Background: an optimization exercise with open tools, aiming at small area. Do not read the settings as production practice.
The RTL was checked by simulation tests, not by an equivalence proof against the original design.
Power is estimated from default activity; no workload was simulated. No driver is modelled on the clock port, so clocking that relies on it looks cheaper here than on a real chip.

**flow/run.sh**
```bash
#!/bin/bash
# synth_recipe.tcl (not shown) runs the flow's synth.tcl, then flattens the netlist and writes it again
# the make line also repeats each setting of config.mk as NAME=value (left out here)
make -C /OpenROAD-flow-scripts/flow DESIGN_CONFIG=/design/flow/config.mk WORK_HOME=/design/flow/orfs CLKGATE_MAP_FILE= SYNTH_SCRIPT=/design/flow/synth_recipe.tcl finish
```
**flow/config.mk**
```make
export PLATFORM = sky130hd
export DESIGN_NAME = hog_block_gen
export DESIGN_NICKNAME = hog_block_gen
export VERILOG_FILES = /design/flow/design.v
export SDC_FILE = /design/flow/constraint.sdc
export NUM_CORES = 4
export LEC_CHECK = 0
export CAP_MARGIN = 20
export CORE_MARGIN = 2
export CORE_UTILIZATION = 40
export SLEW_MARGIN = 20
```
**flow/constraint.sdc**
```tcl
create_clock -name core_clock -period 5.0 [get_ports {clk}]
set_input_delay 1.0000 -clock core_clock [delete_from_list [all_inputs] [get_ports {clk}]]
set_output_delay 1.0000 -clock core_clock [all_outputs]
set_load 0.01 [all_outputs]
```
**flow/design.v**
```verilog
module hog_block_gen #(
  parameter int FEA_I     = 4,
  parameter int FEA_F     = 28,
  parameter int CELL_COLS = 8,
  parameter int CELL_ROWS = 16,
  parameter int BID_W     = 13
) (
  input  logic                         clk,
  input  logic                         rst,
  input  logic [9*(FEA_I+FEA_F)-1:0]   i_cell,
  input  logic                         i_valid,
  input  logic                         i_sof,
  output logic [9*(FEA_I+FEA_F)-1:0]   fea_a,
  output logic [9*(FEA_I+FEA_F)-1:0]   fea_b,
  output logic [9*(FEA_I+FEA_F)-1:0]   fea_c,
  output logic [9*(FEA_I+FEA_F)-1:0]   fea_d,
  output logic                         o_valid,
  output logic                         o_eof
);
  localparam int CW    = 9*(FEA_I+FEA_F);
  localparam int NCH   = CELL_COLS + 1;
  localparam int COL_W = (CELL_COLS > 1) ? $clog2(CELL_COLS) : 1;
  localparam int ROW_W = (CELL_ROWS > 1) ? $clog2(CELL_ROWS) : 1;
  logic [CW-1:0]    x;
  logic [NCH-1:0][CW-1:0] chain;
  logic             shift;
  logic             hold;
  logic [COL_W-1:0] col;
  logic [COL_W-1:0] acc_col;
  logic [ROW_W-1:0] row;
  logic [ROW_W-1:0] acc_row;
  logic             col_last;
  logic             row_last;
  logic             emit;
  logic             acc;
  always_comb begin
    acc      = !rst && i_valid;
    acc_col  = i_sof ? '0 : col;
    acc_row  = i_sof ? '0 : row;
    col_last = (acc_col == COL_W'(CELL_COLS-1));
    row_last = (acc_row == ROW_W'(CELL_ROWS-1));
    emit     = (acc_row != '0) && (acc_col != '0);
  end
  always_ff @(posedge clk) x <= i_cell;
  always_ff @(posedge clk) begin
    shift <= acc;
    hold  <= !acc;
  end
  always_ff @(posedge clk) begin
    chain[0] <= (x & {CW{shift}}) | (chain[0] & {CW{hold}});
    for (int k = 1; k < NCH; k++)
      chain[k] <= (chain[k-1] & {CW{shift}}) | (chain[k] & {CW{hold}});
  end
  always_ff @(posedge clk) begin
    if (rst) begin
      col     <= '0;
      row     <= '0;
      o_valid <= 1'b0;
      o_eof   <= 1'b0;
    end else begin
      o_valid <= i_valid && emit;
      o_eof   <= row_last && col_last;
      if (i_valid) begin
        if (col_last) begin
          col <= '0;
          row <= row_last ? '0 : acc_row + 1'b1;
        end else begin
          col <= acc_col + 1'b1;
          row <= acc_row;
        end
      end
    end
  end
  assign fea_d = x;
  assign fea_c = chain[0];
  assign fea_b = chain[CELL_COLS-1];
  assign fea_a = chain[CELL_COLS];
endmodule
```
==> results.sh, run 1 <==
export IMPL_min_path_type="register to register"
export IMPL_cp_slowest_cell="dfxtp_1"
export IMPL_startpoint_type="register"
export IMPL_yosysUniqueCellTypes=28
export IMPL_drt_wirelength_per_cell_um=24.09
export IMPL_clkTransAtPathRegs_ns=0.06
export IMPL_drive_above_1_share_pct=7.365
export IMPL_skew_ns=0.08087
export IMPL_layout_common_cells="dfxtp_1 (2889), a22o_1 (2592), clkdlybuf4s50_1 (1445)"
export IMPL_seq_area_frac_synth_pct=64.17
export IMPL_initial_core_util_pct=40.18
export IMPL_grt_max_degree=190
export IMPL_ios=1446
export IMPL_period_needed_ns=3.455
export IMPL_drc=0
export IMPL_cpLargestDelayFamily="flip-flops"
export IMPL_power_density_mw_per_mm2=562.2
export IMPL_chipWidth_um=478.8
export IMPL_gp_congestion=0.9630
export IMPL_grt_first_pass_wirelength_um=366500
export IMPL_layout_commonest_cell="dfxtp_1"
export IMPL_hold_viol=0
export IMPL_fillers=19400
export IMPL_ir_drop_v=0.0003268
export IMPL_post_cts_buffers=0
export IMPL_setup_viol=0
export IMPL_synth_flop_cell="dfxtp_1"
export IMPL_viasPerCell=5.162
export IMPL_port_buffers=1445
export IMPL_rows=174
export IMPL_maxCapViolations=0
export IMPL_period_share_pct=69.10
export IMPL_fin_tns_setup_ns=0
export IMPL_met2RoutedLength_um=116400
export IMPL_clock_latency_ns=0.91
export IMPL_yosys_warnings=1
export IMPL_holdBufCountCts=0
export IMPL_slowest_delay_ns=0.85
export IMPL_maxSlewViolCount=0
export IMPL_yosys_area_top_type="dfxtp_1"
export IMPL_syn_inst=6965
export IMPL_regArea_mm2=0.05788
export IMPL_postRouteAntennaNets=0
export IMPL_wl_met1_um=113900
export IMPL_synth_top_cells_by_area="dfxtp_1 (64%), a22o_1 (25%), buf_4 (7.2%), buf_2 (2.7%), clkbuf_1 (0.31%)"
export IMPL_worst_slew_pin_slew_ns=1.089
export IMPL_outcome="complete, no violations"
export IMPL_avgSynthCellArea_um2=12.95
export IMPL_drt_iter0_markers=4357
export IMPL_rsz0062_at_grt="no"
export IMPL_multi_input_area_mm2=0.02293
export IMPL_crit_chain="clkdlybuf4s50_1"
export IMPL_power_leakage_uw=0.04403
export IMPL_hpwl_um=180500
export IMPL_globalRouteOverflowTotal=0
export IMPL_synth_edff_count=0
export IMPL_slew_headroom_pct=27.39
export IMPL_dieHeight_um=478.8
export IMPL_syn_area_mm2=0.09019
export IMPL_antenna_found_initial=51
export IMPL_detail_route_wirelength_um=255400
export IMPL_synth_top_cell_area_share_pct=64.17
export IMPL_h_tree_depth=5
export IMPL_wl_met3_um=18200
export IMPL_synthArstFlopShare_pct=0
export IMPL_ctsResizeCount=0
export IMPL_whs_ns=0.4124
export IMPL_final_util_pct=49.12
export IMPL_required_ns=4.00
export IMPL_cts_tree="done"
export IMPL_layout_nets=7653
export IMPL_fp_coreArea_mm2=0.2245
export IMPL_ys_ff_latch=2891
export IMPL_endpoint_kind="output pin"
export IMPL_grt_pass1_vias=51480
export IMPL_crit_type="register to output pin"
export IMPL_cts_max_path_buffers=4
export IMPL_cts_sinks=2891
export IMPL_grt_total_usage_pct=21.19
export IMPL_area_growth_pct=22.26
export IMPL_synth_nets=7260
export IMPL_fp_dieArea_mm2=0.2293
export IMPL_root_buffer="clkbuf_16"
export IMPL_cts_made_buffers=315
export IMPL_firstDrtPassIters=5
export IMPL_critPathBufInv=1
export IMPL_timing_fmax_ghz=0.2894
export IMPL_top_layer_used="met5"
export IMPL_path_max_fanout=2
export IMPL_crit_arrival_ns=2.46
export IMPL_via_count=54740
-- state kept, by name, summed over array words and instances, names as in the netlist --
register	flops
x	288
o_valid	1
chain	2592
o_eof	1
row	4
col	3
shift	1
hold	1
-- report_power, final --
part	switching, uW	internal [uW]	leakage (uW)
sequential	3280	27300	0.0240
combinational	3170	5580	0.0151
clock	9110	13500	0.00503
total	15600	46400	0.0440
-- cells by family (layout without fill, tap and decap cells) --
family	after synthesis	after routing	share of synthesized area, %
AOI/OAI and AO/OA	2604	2604	25.26
adders and majority gates	3	3	0.04162
buffers and inverters	1448	2073	10.40
DFF	2891	2891	64.17
muxes	2	2	0.02220
other	0	21	0
and+or+nand+nor	17	17	0.1082
-- routing by layer --
metal / global-route usage, % / up-vias
li1: - / 26150
met1: 28.49 / 26570
met2: 33.33 / 1607
met3: 5.664 / 398
met4: 6.147 / 6
met5: 0 / -
-- per-stage QoR --
step           cell area [um2]  total power (uW)  worst slack (ns)  cells
4_1_cts                 110200             62620             1.365  10580
2_1_floorplan            90190             36270             2.574   6965
5_1_grt                 110200             64510             1.482  10590
3_3_place_gp            100000             39680             1.480  10030
3_5_place_dp            100000             39910             1.633  10030
6_report                110300             61990             1.545  10600
-- synth_stat cells, types with 2 or more instances --
cell type,count
mux2i_1,2
dfxtp_1,2891
buf_6,11
inv_1,4
a21oi_1,3
nor2_1,6
o21ai_0,3
buf_1,11
buf_4,869
ha_1,3
buf_2,478
nand2b_1,4
a22o_1,2592
clkbuf_1,74
-- final cells by class --
class | instances | share of cell area (%)
Tap cell | 2992 | 3.395
Multi-Input combinational cell | 2626 | 20.80
Inverter | 5 | 0.01702
Antenna cell | 21 | 0.04766
Clock buffer | 457 | 8.364
Clock inverter | 92 | 0.8647
Timing Repair Buffer | 1519 | 14.02
Sequential cell | 2891 | 52.49
-- path summary, 6_finish.rpt --
check	startpoint	to	slack, ns	depth (start not counted)
setup / recovery	x[273]	fea_d[273]	1.54	1
hold / removal	chain[1029]	chain[1317]	0.41	1
setup reg to reg	hold	chain[1507]	2.67	3
hold reg to reg	chain[1029]	chain[1317]	0.41	1
==> run 2: changes to the inputs <==
==> flow/flow/run.sh (new file) <==
#!/bin/bash
# Own layout flow: the standard synthesis and layout, with two changes to how
# the layout is made: the port buffers are the smallest buffer (buf_1), and clock
# tree synthesis uses small clock buffers and inserts no dummy loads.
# Each step's full output goes to a log file in the work folder.
set -euo pipefail
PORT_BUF="BUFFER_PORTS_ARGS=-buffer_cell sky130_fd_sc_hd__buf_1"
CTS="CTS_ARGS=-sink_clustering_enable -repair_clock_nets -dont_use_dummy_load -buf_list {sky130_fd_sc_hd__clkbuf_4}"
bash standard.sh synth > synth.log 2>&1
bash standard.sh "$PORT_BUF" "$CTS" finish > layout.log 2>&1
==> flow/standard.sh (new file) <==
#!/bin/bash
# synth_recipe.tcl (not shown) runs the flow's synth.tcl, then flattens the netlist and writes it again
# the make line also repeats each setting of config.mk as NAME=value (left out here)
make -C /OpenROAD-flow-scripts/flow DESIGN_CONFIG=/design/flow/config.mk WORK_HOME=/design/flow/orfs CLKGATE_MAP_FILE= SYNTH_SCRIPT=/design/flow/synth_recipe.tcl "${@:-finish}"
removed: flow/run.sh
==> run 2 against run 1 <==
Against the previous run: design area shrank 9.7%; sequential power is essentially flat; largest power group unchanged; register-to-register slack is essentially flat; sequential share of layout area grew 5.7 points; highest routed layer unchanged; critical endpoint is now fea_d[269]; area after synthesis is the same; critical path type unchanged; non-clock buffer count grew 305; critical path depth is the same; hold slack lost 0.18 ns; still clean on timing, DRC and antenna; cell count grew 4.5%; utilization shrank 4.8 points.
==> results.sh, run 2 <==
export IMPL_outcome="complete, no violations"
export IMPL_drc=0
export IMPL_ios=1446
export IMPL_skew_ns=0.2110
export IMPL_min_path_type="primary input to register"
export IMPL_globalRouteOverflowTotal=0
export IMPL_detail_route_wirelength_um=248500
export IMPL_maxCapViolations=0
export IMPL_maxSlewViolCount=0
export IMPL_dieHeight_um=478.8
export IMPL_ys_ff_latch=2891
export IMPL_synth_edff_count=0
export IMPL_avgSynthCellArea_um2=12.95
export IMPL_endpoint_kind="output pin"
export IMPL_min_path_cells=2
export IMPL_layout_commonest_cell="dfxtp_1"
export IMPL_top_register="chain"
export IMPL_reg2reg_slack_ns=2.66
export IMPL_syn_inst=6965
export IMPL_largest_register_ff_count=2592
export IMPL_rsz0062_at_grt="no"
export IMPL_grt_first_pass_wirelength_um=361000
export IMPL_rows=174
export IMPL_fin_tns_setup_ns=0
export IMPL_cts_tree="done"
export IMPL_yosys_warnings=1
export IMPL_clkTransAtPathRegs_ns=0.06
export IMPL_crit_chain="buf_1"
export IMPL_reg2reg_depth=3
export IMPL_cpLargestDelayFamily="flip-flops"
export IMPL_synth_top_cell_area_share_pct=64.17
export IMPL_seq_area_frac_synth_pct=64.17
export IMPL_fp_dieArea_mm2=0.2293
export IMPL_final_cell_area_mm2=0.09953
export IMPL_power_density_mw_per_mm2=524.9
export IMPL_period_share_pct=66.87
export IMPL_synthArstFlopShare_pct=0
export IMPL_drive_above_1_share_pct=10.18
export IMPL_viasPerCell=5.197
export IMPL_synth_nets=7260
export IMPL_gp_congestion=1.003
export IMPL_postRouteAntennaNets=0
export IMPL_layout_common_cells="dfxtp_1 (2889), a22o_1 (2592), buf_1 (1445)"
export IMPL_period_needed_ns=3.343
export IMPL_synth_common_cells="dfxtp_1 (2891), a22o_1 (2592), buf_4 (869), buf_2 (478), clkbuf_1 (74)"
export IMPL_synth_top_cells_by_area="dfxtp_1 (64%), a22o_1 (25%), buf_4 (7.2%), buf_2 (2.7%), clkbuf_1 (0.31%)"
export IMPL_cp_slowest_cell="dfxtp_1"
export IMPL_whs_endpoint="x[17]"
export IMPL_drt_iter0_markers=4255
export IMPL_grt_total_usage_pct=20.62
export IMPL_startpoint_type="register"
export IMPL_grt_max_degree=213
export IMPL_via_count=57590
export IMPL_synth_flop_cell="dfxtp_1"
export IMPL_slowest_delay_ns=0.73
export IMPL_ir_drop_v=0.0002873
export IMPL_root_buffer="clkbuf_4"
export IMPL_grt_pass1_vias=55360
export IMPL_required_ns=4.00
export IMPL_cts_made_buffers=732
export IMPL_layout_nets=8375
export IMPL_post_cts_buffers=0
export IMPL_r2r_end="chain[1148]"
export IMPL_fillers=20700
export IMPL_fp_coreArea_mm2=0.2245
export IMPL_chipWidth_um=478.8
export IMPL_firstDrtPassIters=5
export IMPL_syn_area_mm2=0.09019
export IMPL_clock_latency_ns=1.38
export IMPL_h_tree_depth=6
export IMPL_hpwl_um=172500
export IMPL_yosysUniqueCellTypes=28
export IMPL_postPlaceCellArea_mm2=0.09106
export IMPL_reg_top3="chain: 2592 flops, x: 288 flops, row: 4 flops"
export IMPL_timing_rr_start="hold"
export IMPL_final_util_pct=44.34
export IMPL_port_buffers=1445
export IMPL_path_max_fanout=2
export IMPL_hold_path_startpoint="i_cell[17]"
export IMPL_initial_core_util_pct=40.18
export IMPL_crit_arrival_ns=2.34
export IMPL_cts_sinks=2891
export IMPL_antenna_found_initial=37
export IMPL_worst_slew_pin_slew_ns=1.109
export IMPL_hold_viol=0
export IMPL_power_total_uw=52240
export IMPL_area_growth_pct=10.36
export IMPL_yosys_area_top_type="dfxtp_1"
export IMPL_power_leakage_uw=0.03999
export IMPL_setup_viol=0
export IMPL_crit_type="register to output pin"
export IMPL_synth_most_common_cell="dfxtp_1"
export IMPL_critPathBufInv=1
export IMPL_slew_headroom_pct=26.06
export IMPL_drt_wirelength_per_cell_um=22.42
export IMPL_timing_fmax_ghz=0.2991
export IMPL_whs_ns=0.2370
export IMPL_cts_max_path_buffers=4
-- run 2: cell count changes in the layout (fill, tap and decap cells not counted), moves of 8 or more --
cell / previous run / this run
clkinvlp_4: 8 / 0
clkinv_2: 55 / 0
clkdlybuf4s50_1: 1445 / 0
clkbuf_1: 67 / 0
bufinv_16: 14 / 0
clkbuf_8: 70 / 0
dlygate4sd3_1: 0 / 292
buf_1: 0 / 1445
buf_4: 39 / 53
clkbuf_16: 320 / 0
clkbuf_4: 0 / 732
diode_2: 21 / 12
-- run 2: cell families after synthesis --
family,Yosys count,share of synthesized area (%)
simple gates,17,0.1082
flops,2891,64.17
fa+ha+maj,3,0.04162
compound gates,2604,25.26
mux,2,0.02220
buf+inv,1448,10.40
-- run 2: what timing repair did --
item                                   CTS  global route
hold buffers                           292             0
resized for setup                        0             0
endpoints found under the hold margin  299             0
setup endpoints to repair                0             0
-- run 2: worst max-delay path by stage --
| stage | to | slack (ns) | start | cells past startpoint |
|---|---|---|---|---|
| 2_1_floorplan | row[3] | 2.57 | i_sof | 8 |
| 3_3_place_gp | row[3] | 1.99 | i_sof | 8 |
| 3_5_place_dp | row[3] | 2.05 | i_sof | 8 |
| 4_1_cts | fea_d[270] | 1.41 | x[270] | 1 |
| 5_1_grt | fea_d[270] | 1.38 | x[270] | 1 |
| 6_report | fea_d[269] | 1.66 | x[269] | 1 |
-- run 2: metal layers --
layer	vias to the layer above	global-route usage (%)	routed length (um)	share of wire [%]
li1	27530	-	-	-
met3	487	5.868	17110	6.9
met1	27550	27.19	111100	45
met2	2009	31.36	110800	45
met5	-	0	77	0.031
met4	12	9.125	9387	3.8
-- run 2: where the power goes --
group          total (uW)  switching, uW  internal (uW)
sequential          30600           3250          27300
clock               14700           8040           6630
combinational        6990           3120           3860
-- run 2: layout make-up --
| type | count | area, um2 | area share [%] |
|---|---|---|---|
| Antenna cell | 12 | 30.03 | 0.03017 |
| Tap cell | 2992 | 3744 | 3.761 |
| Inverter | 5 | 18.77 | 0.01886 |
| Multi-Input combinational cell | 2626 | 22930 | 23.04 |
| Sequential cell | 2891 | 57880 | 58.16 |
| Timing Repair Buffer | 1824 | 9425 | 9.470 |
| Clock buffer | 732 | 5495 | 5.521 |
-- run 2: through the flow --
stage | setup slack [ns] | std cells
finish | 1.657 | 11080
global route | 1.380 | 11080
CTS | 1.412 | 11070
detailed placement | 2.054 | 10050
global placement | 1.990 | 10050
floorplan | 2.574 | 6965
==> run 3: changes to the inputs <==
==> flow/flow/run.sh (replaced) <==
#!/bin/bash
# Own layout flow: the standard synthesis and layout, with two changes to how
# the layout is made: the port buffers are the smallest buffer (buf_1), and clock
# tree synthesis uses larger sink clusters and inserts no dummy loads.
# Each step's full output goes to a log file in the work folder.
set -euo pipefail
PORT_BUF="BUFFER_PORTS_ARGS=-buffer_cell sky130_fd_sc_hd__buf_1"
CTS="CTS_ARGS=-sink_clustering_enable -repair_clock_nets -dont_use_dummy_load -buf_list {sky130_fd_sc_hd__clkbuf_16} -sink_clustering_size 30 -sink_clustering_max_diameter 120"
bash standard.sh synth > synth.log 2>&1
bash standard.sh "$PORT_BUF" "$CTS" finish > layout.log 2>&1
--- a/flow/config.mk
+++ b/flow/config.mk
@@ -5,7 +5,7 @@
 export SDC_FILE = /design/flow/constraint.sdc
 export NUM_CORES = 4
 export LEC_CHECK = 0
-export CAP_MARGIN = 20
+export CAP_MARGIN = 0
 export CORE_MARGIN = 2
 export CORE_UTILIZATION = 40
-export SLEW_MARGIN = 20
+export SLEW_MARGIN = 0
==> run 3 against run 2 <==
Against the previous run: global-route usage shrank 1.1 points; clock skew shrank 0.11 ns; worst setup slack gained 0.50 ns; critical path type unchanged; largest cell class unchanged.
==> results.sh, run 3 <==
export IMPL_detail_route_wirelength_um=237300
export IMPL_timing_fmax_ghz=0.3521
export IMPL_slew_headroom_pct=23.80
export IMPL_synth_top_cell_area_share_pct=64.17
export IMPL_rows=174
export IMPL_slowest_delay_ns=0.75
export IMPL_hold_viol=0
export IMPL_regArea_mm2=0.05788
export IMPL_fin_tns_setup_ns=0
export IMPL_yosys_warnings=1
export IMPL_synth_flop_cell="dfxtp_1"
export IMPL_crit_type="register to output pin"
export IMPL_cpLargestDelayFamily="flip-flops"
export IMPL_reg_top3="chain: 2592 flops, x: 288 flops, row: 4 flops"
export IMPL_fp_coreArea_mm2=0.2245
export IMPL_area_growth_pct=3.961
export IMPL_yosysUniqueCellTypes=28
export IMPL_power_density_mw_per_mm2=510.6
export IMPL_cts_tree="done"
export IMPL_firstDrtPassIters=8
export IMPL_power_leakage_uw=0.03671
export IMPL_via_count=53120
export IMPL_endpoint_kind="output pin"
export IMPL_yosys_area_top_type="dfxtp_1"
export IMPL_ys_ff_latch=2891
export IMPL_ctsResizeCount=0
export IMPL_layout_nets=7457
export IMPL_skew_ns=0.09933
export IMPL_drive_above_1_share_pct=2.737
export IMPL_cts_made_buffers=107
export IMPL_layout_commonest_cell="dfxtp_1"
export IMPL_multi_input_area_mm2=0.02293
export IMPL_period_share_pct=56.81
export IMPL_synthArstFlopShare_pct=0
export IMPL_min_path_type="primary input to register"
export IMPL_maxSlewViolCount=0
export IMPL_synth_top_cells_by_area="dfxtp_1 (64%), a22o_1 (25%), buf_4 (7.2%), buf_2 (2.7%), clkbuf_1 (0.31%)"
export IMPL_layout_common_cells="dfxtp_1 (2889), a22o_1 (2592), buf_1 (1445)"
export IMPL_grt_first_pass_wirelength_um=339700
export IMPL_crit_arrival_ns=1.84
export IMPL_synth_nets=7260
export IMPL_hpwl_um=172500
export IMPL_ios=1446
export IMPL_drt_wirelength_per_cell_um=23.36
export IMPL_post_place_ws_ns=2.054
export IMPL_postRouteAntennaNets=0
export IMPL_rsz0062_at_grt="no"
export IMPL_grt_max_degree=213
export IMPL_grt_pass1_vias=48280
export IMPL_seq_area_frac_synth_pct=64.17
export IMPL_worst_slew_pin_slew_ns=1.143
export IMPL_syn_area_mm2=0.09019
export IMPL_chipWidth_um=478.8
export IMPL_antenna_found_initial=47
export IMPL_h_tree_depth=3
export IMPL_setup_slack_ns=2.160
export IMPL_root_buffer="clkbuf_16"
export IMPL_path_max_fanout=2
export IMPL_globalRouteOverflowTotal=0
export IMPL_gp_congestion=1.003
export IMPL_cts_max_path_buffers=3
export IMPL_largest_register_ff_count=2592
export IMPL_ir_drop_v=0.0003326
export IMPL_top_register="chain"
export IMPL_synth_most_common_cell="dfxtp_1"
export IMPL_post_cts_buffers=0
export IMPL_cp_slowest_cell="dfxtp_1"
export IMPL_critPathBufInv=1
export IMPL_dieHeight_um=478.8
export IMPL_syn_inst=6965
export IMPL_outcome="complete, no violations"
export IMPL_startpoint_type="register"
export IMPL_grt_total_usage_pct=19.52
export IMPL_required_ns=4.00
export IMPL_clkTransAtPathRegs_ns=0.11
export IMPL_fp_dieArea_mm2=0.2293
export IMPL_maxCapViolations=0
export IMPL_reg2reg_slack_ns=2.68
export IMPL_cts_sinks=2891
export IMPL_setup_viol=0
export IMPL_port_buffers=1445
export IMPL_avgSynthCellArea_um2=12.95
export IMPL_crit_chain="buf_1"
export IMPL_period_needed_ns=2.840
export IMPL_drt_iter0_markers=4577
export IMPL_fillers=20940
export IMPL_drc=0
export IMPL_initial_core_util_pct=40.18
export IMPL_viasPerCell=5.228
export IMPL_synth_common_cells="dfxtp_1 (2891), a22o_1 (2592), buf_4 (869), buf_2 (478), clkbuf_1 (74)"
export IMPL_clock_latency_ns=0.79
export IMPL_synth_edff_count=0
export IMPL_holdBufCountCts=0
run 3: changes by cell type in the layout (fill, tap and decap cells not counted):
cell and change:
dlygate4sd3_1 -292, diode_2 -4, clkbuf_16 +107, clkbuf_4 -732, buf_12 -1
run 3: path summary, 6_finish.rpt:
| check | startpoint | to | cells past startpoint |
|---|---|---|---|
| setup / recovery | x[269] | fea_d[269] | 1 |
| hold / removal | i_cell[41] | x[41] | 1 |
| setup reg to reg | shift | chain[2570] | 2 |
| hold reg to reg | chain[1316] | chain[1604] | 1 |
run 3: cell type report:
class,instances,area share (%)
multi-input cells,2626,24.46
well taps,2992,3.993
flip-flops and latches,2891,61.74
clock buffers,107,2.856
diodes,8,0.02135
repair buffers,1531,6.914
inverters,5,0.02002
run 3: cells by family (layout without fill, tap and decap cells):
group / after synthesis / in the layout / synth area share, %
buffers and inverters: 1448 / 1643 / 10.40
muxes: 2 / 2 / 0.02220
DFF: 2891 / 2891 / 64.17
and+or+nand+nor: 17 / 17 / 0.1082
AOI/OAI and AO/OA: 2604 / 2604 / 25.26
adders and majority gates: 3 / 3 / 0.04162
other: 0 / 8 / 0
run 3: through the flow:
step / utilization [%] / std cells / cell area [um2] / total power [uW] / hold WS (ns)
floorplan: - / 6965 / 90190 / 36270 / 0.4405
global placement: 40.57 / 10050 / 91060 / 37650 / 0.4446
detailed placement: 40.57 / 10050 / 91060 / 37900 / 0.4494
CTS: 41.76 / 10150 / 93740 / 48360 / 0.1737
global route: 41.76 / 10150 / 93740 / 50120 / 0.1961
finish: 41.77 / 10160 / 93760 / 47870 / 0.2841
run 3: power breakdown:
group / total [uW] / internal (uW) / switching [uW]
sequential: 30500 / 27300 / 3250
clock: 10600 / 3860 / 6720
combinational: 6770 / 3710 / 3050
run 3: layer usage:
metal	up-vias	global-route usage (%)	routed length [um]
met4	6	5.720	7399
li1	25470	-	-
met2	1457	30.45	106200
met5	-	0	41
met1	25890	27.59	110100
met3	293	3.406	13610
==> run 4: changes to the inputs <==
--- a/flow/config.mk
+++ b/flow/config.mk
@@ -8,4 +8,5 @@
 export CAP_MARGIN = 0
 export CORE_MARGIN = 2
 export CORE_UTILIZATION = 40
+export PLACE_DENSITY = 0.85
 export SLEW_MARGIN = 0
==> run 4 against run 3 <==
Against the previous run: still clean on timing, DRC and antenna; count of clock-buffer cells in the layout rose by 2; via count rose by 2.7%; hold slack got worse by 0.0084 ns; global-route usage fell by 0.53 points; worst setup slack improved by 0.0062 ns; design area barely moved; critical path type unchanged.
==> results.sh, run 4 <==
export IMPL_grt_first_pass_wirelength_um=334200
export IMPL_area_growth_pct=3.975
export IMPL_dieHeight_um=478.8
export IMPL_multi_input_area_mm2=0.02293
export IMPL_ys_ff_latch=2891
export IMPL_layout_commonest_cell="dfxtp_1"
export IMPL_power_density_mw_per_mm2=512.0
export IMPL_critPathBufInv=1
export IMPL_grt_max_degree=239
export IMPL_root_buffer="clkbuf_16"
export IMPL_synth_nets=7260
export IMPL_grt_total_usage_pct=18.99
export IMPL_outcome="complete, no violations"
export IMPL_reg2reg_depth=3
export IMPL_firstDrtPassIters=7
export IMPL_cts_sinks=2891
export IMPL_crit_type="register to output pin"
export IMPL_yosys_warnings=1
export IMPL_cts_made_buffers=109
export IMPL_synthArstFlopShare_pct=0
export IMPL_slowest_delay_ns=0.64
export IMPL_clock_latency_ns=0.77
export IMPL_synth_top_cells_by_area="dfxtp_1 (64%), a22o_1 (25%), buf_4 (7.2%), buf_2 (2.7%), clkbuf_1 (0.31%)"
export IMPL_met3_usage_pct=4.125
export IMPL_port_buffers=1445
export IMPL_period_needed_ns=2.834
export IMPL_crit_chain="buf_1"
export IMPL_grt_util_met2_pct=30.00
export IMPL_grt_most_used_layer="met2"
export IMPL_crit_arrival_ns=1.83
export IMPL_regArea_mm2=0.05788
export IMPL_layout_common_cells="dfxtp_1 (2889), a22o_1 (2592), buf_1 (1445)"
export IMPL_layout_nets=7455
export IMPL_required_ns=4.00
export IMPL_holdBufCountCts=0
export IMPL_rows=174
export IMPL_fin_tns_setup_ns=0
export IMPL_switching_share_pct=27.25
export IMPL_p_seq_share_pct=63.7
export IMPL_grt_util_met1_pct=24.85
export IMPL_clkTransAtPathRegs_ns=0.12
export IMPL_syn_inst=6965
export IMPL_p_sw_uw=13080
export IMPL_antenna_found_initial=20
export IMPL_cp_endpoint="fea_c[279]"
export IMPL_postRouteAntennaNets=0
export IMPL_timing_rr_start="hold"
export IMPL_reg2reg_slack_ns=2.53
export IMPL_hpwl_um=169500
export IMPL_fillers=20390
export IMPL_period_share_pct=56.69
export IMPL_p_int_uw=34920
export IMPL_drt_wirelength_per_cell_um=22.92
export IMPL_slew_headroom_pct=24.37
export IMPL_power_frac_comb_pct=14.4
export IMPL_clkPwrFrac_pct=21.9
export IMPL_ir_drop_v=0.0003665
export IMPL_synth_flop_cell="dfxtp_1"
export IMPL_timing_fmax_ghz=0.3528
export IMPL_ios=1446
export IMPL_largest_register_ff_count=2592
export IMPL_yosysUniqueCellTypes=28
export IMPL_chipWidth_um=478.8
export IMPL_cp_slowest_cell="buf_1"
export IMPL_reg_top3="chain: 2592 flops, x: 288 flops, row: 4 flops"
export IMPL_syn_area_mm2=0.09019
export IMPL_avgSynthCellArea_um2=12.95
export IMPL_skew_ns=0.1095
export IMPL_cts_tree="done"
export IMPL_worstSetupPathDepth=1
export IMPL_maxCapViolations=0
export IMPL_power_total_uw=48010
export IMPL_globalRouteOverflowTotal=0
export IMPL_r2r_end="chain[1515]"
export IMPL_worst_slew_pin_slew_ns=1.134
export IMPL_cts_max_path_buffers=3
export IMPL_setup_viol=0
export IMPL_min_path_type="primary input to register"
export IMPL_yosys_area_top_type="dfxtp_1"
export IMPL_post_cts_buffers=0
export IMPL_fp_dieArea_mm2=0.2293
export IMPL_drive_above_1_share_pct=2.710
export IMPL_gp_congestion=1.008
export IMPL_hold_viol=0
export IMPL_seq_area_frac_synth_pct=64.17
export IMPL_path_max_fanout=3
export IMPL_synth_top_cell_area_share_pct=64.17
export IMPL_synth_edff_count=0
export IMPL_startpoint="chain[279]"
export IMPL_drt_iter0_markers=4943
export IMPL_cpLargestDelayFamily="buffers and inverters"
export IMPL_ctsResizeCount=0
export IMPL_endpoint_kind="output pin"
export IMPL_initial_core_util_pct=40.18
export IMPL_grt_pass1_vias=49880
export IMPL_top_register="chain"
export IMPL_synth_common_cells="dfxtp_1 (2891), a22o_1 (2592), buf_4 (869), buf_2 (478), clkbuf_1 (74)"
export IMPL_rsz0062_at_grt="no"
export IMPL_synth_most_common_cell="dfxtp_1"
export IMPL_viasPerCell=5.369
export IMPL_via_count=54580
export IMPL_drc=0
export IMPL_fp_coreArea_mm2=0.2245
export IMPL_maxSlewViolCount=0
export IMPL_startpoint_type="register"
export IMPL_detail_route_wirelength_um=233000
export IMPL_power_leakage_uw=0.03670
export IMPL_h_tree_depth=3
[run 4: cell counts after synthesis]
Identical to the previous run, type by type.
[run 4: logic make-up after synthesis]
logic type	share of synthesized area (%)
AND/OR/NAND/NOR	0.1082
adder cells (fa/ha/maj)	0.04162
buffers and inverters	10.40
AO/OA/AOI/OAI	25.26
multiplexers	0.02220
flip-flops	64.17
[run 4: worst min-delay path by stage]
stage           startpoint  slack (ns)  cells after the start     endpoint
2_1_floorplan  chain[2304]        0.44                      1  chain[2304]
3_5_place_dp         x[72]        0.45                      1    chain[72]
5_1_grt        i_cell[191]        0.18                      1       x[191]
6_report       i_cell[191]        0.28                      1       x[191]
3_3_place_gp        x[100]        0.44                      1   chain[100]
4_1_cts        i_cell[191]        0.16                      1       x[191]
[run 4: metal layers]
metal | vias up | wire [um]
met2 | 1799 | 106100
met3 | 358 | 15140
li1 | 25450 | -
met1 | 26970 | 100500
met5 | - | 8
met4 | 2 | 11210
[run 4: power by group through the flow]
stage                     clock [uW]  combinational [uW]  sequential (uW)
after global placement             0                6700            30800
after global routing           11500                7460            31000
final                          10500                6920            30600
after detailed placement           0                6920            31100
after CTS                      10800                6980            30500
after floorplan                    0                6640            29600
[run 4: cell type report]
| type | count | share of cell area [%] |
|---|---|---|
| repair buffers | 1527 | 6.854 |
| diodes | 15 | 0.04003 |
| well taps | 2992 | 3.992 |
| flip-flops and latches | 2891 | 61.73 |
| inverters | 5 | 0.02001 |
| clock buffers | 109 | 2.909 |
| multi-input cells | 2626 | 24.46 |
[run 4: stage by stage]
step	setup slack, ns	std cells	instance area [um2]	utilization (%)	hold WS (ns)
5_1_grt	2.031	10160	93760	41.77	0.1779
6_report	2.166	10170	93770	41.78	0.2757
4_1_cts	1.972	10150	93730	41.76	0.1554
3_3_place_gp	2.185	10040	91010	40.54	0.4418
2_1_floorplan	2.574	6965	90190	-	0.4405
3_5_place_dp	2.172	10040	91010	40.54	0.4464
==> run 5: changes to the inputs <==
--- a/flow/config.mk
+++ b/flow/config.mk
@@ -5,8 +5,7 @@
 export SDC_FILE = /design/flow/constraint.sdc
 export NUM_CORES = 4
 export LEC_CHECK = 0
-export CAP_MARGIN = 0
+export CAP_MARGIN = 20
 export CORE_MARGIN = 2
 export CORE_UTILIZATION = 40
-export PLACE_DENSITY = 0.85
-export SLEW_MARGIN = 0
+export SLEW_MARGIN = 20
==> run 5 against run 4 <==
Against the previous run: still clean; hold slack improved by 0.0076 ns; design area about the same; maximum frequency increased by 0.11%; via count decreased by 2.6%; sequential share of layout area about the same; register-to-register slack improved by 0.24 ns; routed wire length increased by 1.9%; clock skew decreased by 0.011 ns; highest routed layer unchanged.
==> results.sh, run 5 <==
export IMPL_drive_above_1_share_pct=2.751
export IMPL_ys_ff_latch=2891
export IMPL_switching_share_pct=27.20
export IMPL_postRouteAntennaNets=0
export IMPL_timing_rr_start="shift"
export IMPL_p_sw_uw=13020
export IMPL_grt_pass1_vias=48280
export IMPL_grt_first_pass_wirelength_um=339700
export IMPL_reg2reg_slack_ns=2.77
export IMPL_fin_cells=10160
export IMPL_hpwl_um=172500
export IMPL_slowest_delay_ns=0.81
export IMPL_dpl_cell_count=10050
export IMPL_period_needed_ns=2.831
export IMPL_endpoint_kind="output pin"
export IMPL_layout_common_cells="dfxtp_1 (2889), a22o_1 (2592), buf_1 (1445)"
export IMPL_globalRouteOverflowTotal=0
export IMPL_synth_nets=7260
export IMPL_yosys_area_top_type="dfxtp_1"
export IMPL_crit_chain="buf_1"
export IMPL_critPathBufInv=1
export IMPL_met3_usage_pct=3.406
export IMPL_hold_path_startpoint="i_cell[204]"
export IMPL_startpoint_type="register"
export IMPL_r2r_end="chain[2330]"
export IMPL_syn_inst=6965
export IMPL_port_buffers=1445
export IMPL_top_register="chain"
export IMPL_power_frac_comb_pct=14.1
export IMPL_yosysUniqueCellTypes=28
export IMPL_p_seq_share_pct=63.7
export IMPL_slew_headroom_pct=30.84
export IMPL_ios=1446
export IMPL_drt_iter0_markers=4492
export IMPL_fp_dieArea_mm2=0.2293
export IMPL_clkTransAtPathRegs_ns=0.11
export IMPL_crit_type="register to output pin"
export IMPL_rsz0062_at_grt="no"
export IMPL_drt_wirelength_per_cell_um=23.36
export IMPL_maxSlewViolCount=0
export IMPL_reg_top3="chain: 2592 flops, x: 288 flops, row: 4 flops"
export IMPL_period_share_pct=56.62
export IMPL_area_growth_pct=3.980
export IMPL_chipWidth_um=478.8
export IMPL_cts_tree="done"
export IMPL_synthArstFlopShare_pct=0
export IMPL_holdBufCountCts=0
export IMPL_synth_flop_cell="dfxtp_1"
export IMPL_cpLargestDelayFamily="flip-flops"
export IMPL_hold_viol=0
export IMPL_grt_total_usage_pct=19.52
export IMPL_setup_slack_ns=2.169
export IMPL_grt_util_met2_pct=30.45
export IMPL_antenna_found_initial=47
export IMPL_viasPerCell=5.229
export IMPL_setup_viol=0
export IMPL_path_max_fanout=2
export IMPL_ir_drop_v=0.0003338
export IMPL_dieHeight_um=478.8
export IMPL_layout_commonest_cell="dfxtp_1"
export IMPL_skew_ns=0.09858
export IMPL_clkPwrFrac_pct=22.1
export IMPL_cts_made_buffers=107
export IMPL_power_leakage_uw=0.03672
export IMPL_synth_top_cell_area_share_pct=64.17
export IMPL_root_buffer="clkbuf_16"
export IMPL_synth_common_cells="dfxtp_1 (2891), a22o_1 (2592), buf_4 (869), buf_2 (478), clkbuf_1 (74)"
export IMPL_gp_congestion=1.003
export IMPL_whs_endpoint="x[204]"
export IMPL_firstDrtPassIters=7
export IMPL_rows=174
export IMPL_synth_most_common_cell="dfxtp_1"
export IMPL_ctsResizeCount=0
export IMPL_clock_latency_ns=0.79
export IMPL_syn_area_mm2=0.09019
export IMPL_fin_tns_setup_ns=0
export IMPL_grt_util_met1_pct=27.59
export IMPL_timing_fmax_ghz=0.3532
export IMPL_h_tree_depth=3
export IMPL_p_int_uw=34850
export IMPL_required_ns=4.00
export IMPL_yosys_warnings=1
export IMPL_grt_max_degree=213
export IMPL_largest_register_ff_count=2592
export IMPL_min_path_cells=1
export IMPL_cts_max_path_buffers=3
export IMPL_min_path_type="primary input to register"
export IMPL_outcome="complete, no violations"
export IMPL_maxCapViolations=0
export IMPL_post_cts_buffers=0
export IMPL_via_count=53130
export IMPL_initial_core_util_pct=40.18
export IMPL_drc=0
export IMPL_crit_arrival_ns=1.83
export IMPL_cp_slowest_cell="dfxtp_1"
export IMPL_fp_coreArea_mm2=0.2245
export IMPL_post_place_ws_ns=2.054
export IMPL_synth_edff_count=0
export IMPL_cts_sinks=2891
export IMPL_power_density_mw_per_mm2=510.5
export IMPL_layout_nets=7458
export IMPL_grt_most_used_layer="met2"
export IMPL_avgSynthCellArea_um2=12.95
export IMPL_seq_area_frac_synth_pct=64.17
export IMPL_final_util_pct=41.78
export IMPL_synth_top_cells_by_area="dfxtp_1 (64%), a22o_1 (25%), buf_4 (7.2%), buf_2 (2.7%), clkbuf_1 (0.31%)"
export IMPL_detail_route_wirelength_um=237300
export IMPL_reg2reg_depth=4
export IMPL_worst_slew_pin_slew_ns=1.037
## run 5: cell count changes in the layout (fill, tap and decap cells not counted)
cell	before	now
diode_2	15	7
buf_12	31	34
buf_4	51	53
clkbuf_16	109	107
## run 5: cell families (layout without fill, tap and decap cells)
family,after synthesis,count (layout),share of synthesized area [%]
compound gates,2604,2604,25.26
fa+ha+maj,3,3,0.04162
buf+inv,1448,1644,10.40
flops,2891,2891,64.17
mux,2,2,0.02220
other cells,0,7,0
simple gates,17,17,0.1082
## run 5: power by group through the flow
stage               Sequential [uW]  Clock, uW  Combinational, uW
finish                        30500      10600               6770
global route                  31000      11700               7350
CTS                           30600      11000               6840
detailed placement            31100          0               6820
global placement              31000          0               6690
floorplan                     29600          0               6640
## run 5: how the worst max path moves through the flow
stage          slack [ns]          to  startpoint  cells past startpoint
2_1_floorplan        2.57      row[3]       i_sof                      8
3_3_place_gp         1.99      row[3]       i_sof                      8
3_5_place_dp         2.05      row[3]       i_sof                      8
4_1_cts              2.04  fea_d[269]      x[269]                      1
5_1_grt              2.07   fea_d[75]       x[75]                      1
6_report             2.17   fea_d[77]       x[77]                      1
## run 5: cell type report
type / count / area (um2)
diodes: 7 / 17.52
clock buffers: 107 / 2678
fillers: 20940 / 130700
inverters: 5 / 18.77
multi-input cells: 2626 / 22930
flip-flops and latches: 2891 / 57880
well taps: 2992 / 3744
repair buffers: 1532 / 6502
## run 5: per-layer routing
| metal | vias up | share of wire, % |
|---|---|---|
| met3 | 289 | 5.6 |
| met5 | - | 0.017 |
| met4 | 6 | 3.1 |
| met1 | 25970 | 46 |
| li1 | 25460 | - |
| met2 | 1408 | 45 |
## run 5: through the flow
step | power (uW) | hold WS, ns | instance area (um2)
2_1_floorplan | 36270 | 0.4405 | 90190
3_3_place_gp | 37650 | 0.4446 | 91060
3_5_place_dp | 37900 | 0.4494 | 91060
4_1_cts | 48360 | 0.1737 | 93740
5_1_grt | 50120 | 0.1961 | 93760
6_report | 47880 | 0.2833 | 93780
==> run 6: changes to the inputs <==
--- a/flow/config.mk
+++ b/flow/config.mk
@@ -8,4 +8,5 @@
 export CAP_MARGIN = 20
 export CORE_MARGIN = 2
 export CORE_UTILIZATION = 40
+export PLACE_DENSITY = 0.75
 export SLEW_MARGIN = 20
==> run 6 against run 5 <==
Against the previous run: still clean on timing, DRC and antenna; first-iteration DRC count grew 8.1%; combinational power grew 2%; critical path depth is the same; die area is the same; synthesized cell count is the same; worst setup slack gained 0.0072 ns; sequential power is essentially flat; utilization is essentially flat; cell count is essentially flat.
==> results.sh, run 6 <==
export IMPL_outcome="complete, no violations"
export IMPL_endpoint_kind="output pin"
export IMPL_cts_max_path_buffers=3
export IMPL_layout_commonest_cell="dfxtp_1"
export IMPL_synth_top_cell_area_share_pct=64.17
export IMPL_detail_route_wirelength_um=232000
export IMPL_synth_common_cells="dfxtp_1 (2891), a22o_1 (2592), buf_4 (869), buf_2 (478), clkbuf_1 (74)"
export IMPL_path_max_fanout=3
export IMPL_initial_core_util_pct=40.18
export IMPL_yosys_warnings=1
export IMPL_largest_register_ff_count=2592
export IMPL_crit_type="register to output pin"
export IMPL_worst_slew_pin_slew_ns=1.279
export IMPL_fp_coreArea_mm2=0.2245
export IMPL_startpoint="chain[113]"
export IMPL_h_tree_depth=3
export IMPL_hold_viol=0
export IMPL_crit_arrival_ns=1.82
export IMPL_ys_ff_latch=2891
export IMPL_clkPwrFrac_pct=22.0
export IMPL_critPathBufInv=1
export IMPL_synthArstFlopShare_pct=0
export IMPL_p_sw_uw=13050
export IMPL_post_place_ws_ns=2.286
export IMPL_setup_slack_ns=2.176
export IMPL_synth_flop_cell="dfxtp_1"
export IMPL_synth_top_cells_by_area="dfxtp_1 (64%), a22o_1 (25%), buf_4 (7.2%), buf_2 (2.7%), clkbuf_1 (0.31%)"
export IMPL_switching_share_pct=27.21
export IMPL_viasPerCell=5.304
export IMPL_port_buffers=1445
export IMPL_fillers=20650
export IMPL_crit_chain="buf_1"
export IMPL_hpwl_um=168500
export IMPL_drive_above_1_share_pct=2.574
export IMPL_fin_tns_setup_ns=0
export IMPL_worstSetupPathDepth=1
export IMPL_layout_nets=7445
export IMPL_layout_common_cells="dfxtp_1 (2889), a22o_1 (2592), buf_1 (1445)"
export IMPL_cpLargestDelayFamily="buffers and inverters"
export IMPL_ir_drop_v=0.0003600
export IMPL_timing_rr_start="shift"
export IMPL_seq_area_frac_synth_pct=64.17
export IMPL_grt_total_usage_pct=19.00
export IMPL_period_share_pct=56.48
export IMPL_startpoint_type="register"
export IMPL_reg2reg_depth=3
export IMPL_maxSlewViolCount=0
export IMPL_postPlaceCellArea_mm2=0.09093
export IMPL_clkTransAtPathRegs_ns=0.11
export IMPL_slew_headroom_pct=14.72
export IMPL_reg_top3="chain: 2592 flops, x: 288 flops, row: 4 flops"
export IMPL_power_density_mw_per_mm2=512.0
export IMPL_post_cts_buffers=0
export IMPL_root_buffer="clkbuf_16"
export IMPL_final_cell_area_mm2=0.09368
export IMPL_globalRouteOverflowTotal=0
export IMPL_required_ns=4.00
export IMPL_grt_pass1_vias=49200
export IMPL_timing_fmax_ghz=0.3541
export IMPL_drt_iter0_markers=4854
export IMPL_syn_inst=6965
export IMPL_via_count=53840
export IMPL_power_leakage_uw=0.03665
export IMPL_drt_wirelength_per_cell_um=22.85
export IMPL_min_path_type="primary input to register"
export IMPL_yosys_area_top_type="dfxtp_1"
export IMPL_synth_nets=7260
export IMPL_dieHeight_um=478.8
export IMPL_holdBufCountCts=0
export IMPL_cts_sinks=2891
export IMPL_power_frac_comb_pct=14.3
export IMPL_reg2reg_slack_ns=2.63
export IMPL_skew_ns=0.1281
export IMPL_yosysUniqueCellTypes=28
export IMPL_postRouteAntennaNets=0
export IMPL_grt_max_degree=251
export IMPL_period_needed_ns=2.824
export IMPL_p_int_uw=34910
export IMPL_regArea_mm2=0.05788
export IMPL_ios=1446
export IMPL_antenna_found_initial=20
export IMPL_rows=174
export IMPL_cts_made_buffers=109
export IMPL_drc=0
export IMPL_fp_dieArea_mm2=0.2293
export IMPL_whs_ns=0.2663
export IMPL_synth_most_common_cell="dfxtp_1"
export IMPL_setup_viol=0
export IMPL_ctsResizeCount=0
export IMPL_cp_slowest_cell="buf_1"
export IMPL_area_growth_pct=3.872
export IMPL_syn_area_mm2=0.09019
export IMPL_p_seq_share_pct=63.6
export IMPL_top_register="chain"
export IMPL_multi_input_area_mm2=0.02293
export IMPL_chipWidth_um=478.8
export IMPL_rsz0062_at_grt="no"
export IMPL_cp_endpoint="fea_c[113]"
export IMPL_cts_tree="done"
export IMPL_firstDrtPassIters=7
export IMPL_synth_edff_count=0
export IMPL_r2r_end="chain[773]"
export IMPL_avgSynthCellArea_um2=12.95
export IMPL_gp_congestion=0.9607
export IMPL_grt_first_pass_wirelength_um=334000
export IMPL_slowest_delay_ns=0.53
export IMPL_maxCapViolations=0
export IMPL_clock_latency_ns=0.81
[run 6: cell counts after synthesis]
No cell type changed its count.
[run 6: per-stage QoR]
step | std cells | utilization (%) | power (uW)
after floorplan | 6965 | - | 36270
after global placement | 10030 | 40.50 | 37600
after detailed placement | 10030 | 40.51 | 37950
after CTS | 10140 | 41.72 | 48300
after global routing | 10150 | 41.74 | 50080
final | 10150 | 41.74 | 47960
[run 6: cell type report]
| cell class | instances | share of cell area, % |
|---|---|---|
| flip-flops and latches | 2891 | 61.79 |
| multi-input cells | 2626 | 24.48 |
| repair buffers | 1517 | 6.776 |
| well taps | 2992 | 3.996 |
| clock buffers | 109 | 2.912 |
| diodes | 10 | 0.02671 |
| inverters | 5 | 0.02003 |
[run 6: power by group through the flow]
stage          registers [uW]  logic, uW  clock network (uW)
5_1_grt                 31000       7450               11600
2_1_floorplan           29600       6640                   0
4_1_cts                 30500       6950               10800
6_report                30500       6880               10600
3_5_place_dp            31000       6920                   0
3_3_place_gp            30900       6730                   0
[run 6: worst min path at each step]
stage / startpoint / cells past startpoint / slack [ns] / to
finish: i_cell[199] / 1 / 0.27 / x[199]
global route: i_cell[146] / 1 / 0.17 / x[146]
CTS: i_cell[176] / 1 / 0.16 / x[176]
detailed placement: x[142] / 1 / 0.45 / chain[142]
global placement: x[144] / 1 / 0.45 / chain[144]
floorplan: chain[2304] / 1 / 0.44 / chain[2304]
[run 6: logic make-up (layout without fill, tap and decap cells)]
group | count (synthesis) | after routing | synth area share (%)
flops | 2891 | 2891 | 64.17
compound gates | 2604 | 2604 | 25.26
buf+inv | 1448 | 1631 | 10.40
simple gates | 17 | 17 | 0.1082
fa+ha+maj | 3 | 3 | 0.04162
mux | 2 | 2 | 0.02220
other cells | 0 | 10 | 0
[run 6: per-layer routing]
metal	track usage (%)	vias to the layer above	routed length (um)
met5	0.3521	-	0
met4	6.750	0	8714
met1	25.57	26500	102900
met2	30.05	1628	105500
li1	-	25420	-
met3	4.047	288	14850

## what the ideal ports hide
The results above use ideal ports. As a check the final layouts listed here were re-extracted and re-timed, cells and wires unchanged. Step 1 assumes that a clkbuf_16 drives the clock port and a buf_2 every other input. Step 2, shift: input delay + t, output delay - t, t = (earliest + latest rising clock arrival at the registers) / 2. This alone moves slack from input paths to output paths. Slacks: no drivers / after step 1 / after step 2; pairs: no drivers / after step 1.
run | t (ns) | slack for setup (ns) | clock arrival spread, ns | worst data-port slew with drivers (ns)
run 1 | 0.964 | 1.545 / 1.454 / 1.661 | 0.089 / 0.089 | 0.36
run 2 | 1.371 | 1.657 / 1.574 / 1.569 | 0.229 / 0.230 | 0.11
run 3 | 0.830 | 2.160 / 2.073 / 2.101 | 0.112 / 0.111 | 0.16
run 4 | 0.820 | 2.166 / 2.078 / 2.189 | 0.146 / 0.146 | 0.16
run 5 | 0.831 | 2.169 / 2.081 / 2.104 | 0.112 / 0.112 | 0.17
run 6 | 0.829 | 2.176 / 2.085 / 2.356 | 0.160 / 0.160 | 0.15
After both steps every run listed still meets setup and hold. For run 2, which loses most, drivers alone change the setup slack by -0.083 ns; drivers and shift together by -0.088 ns.
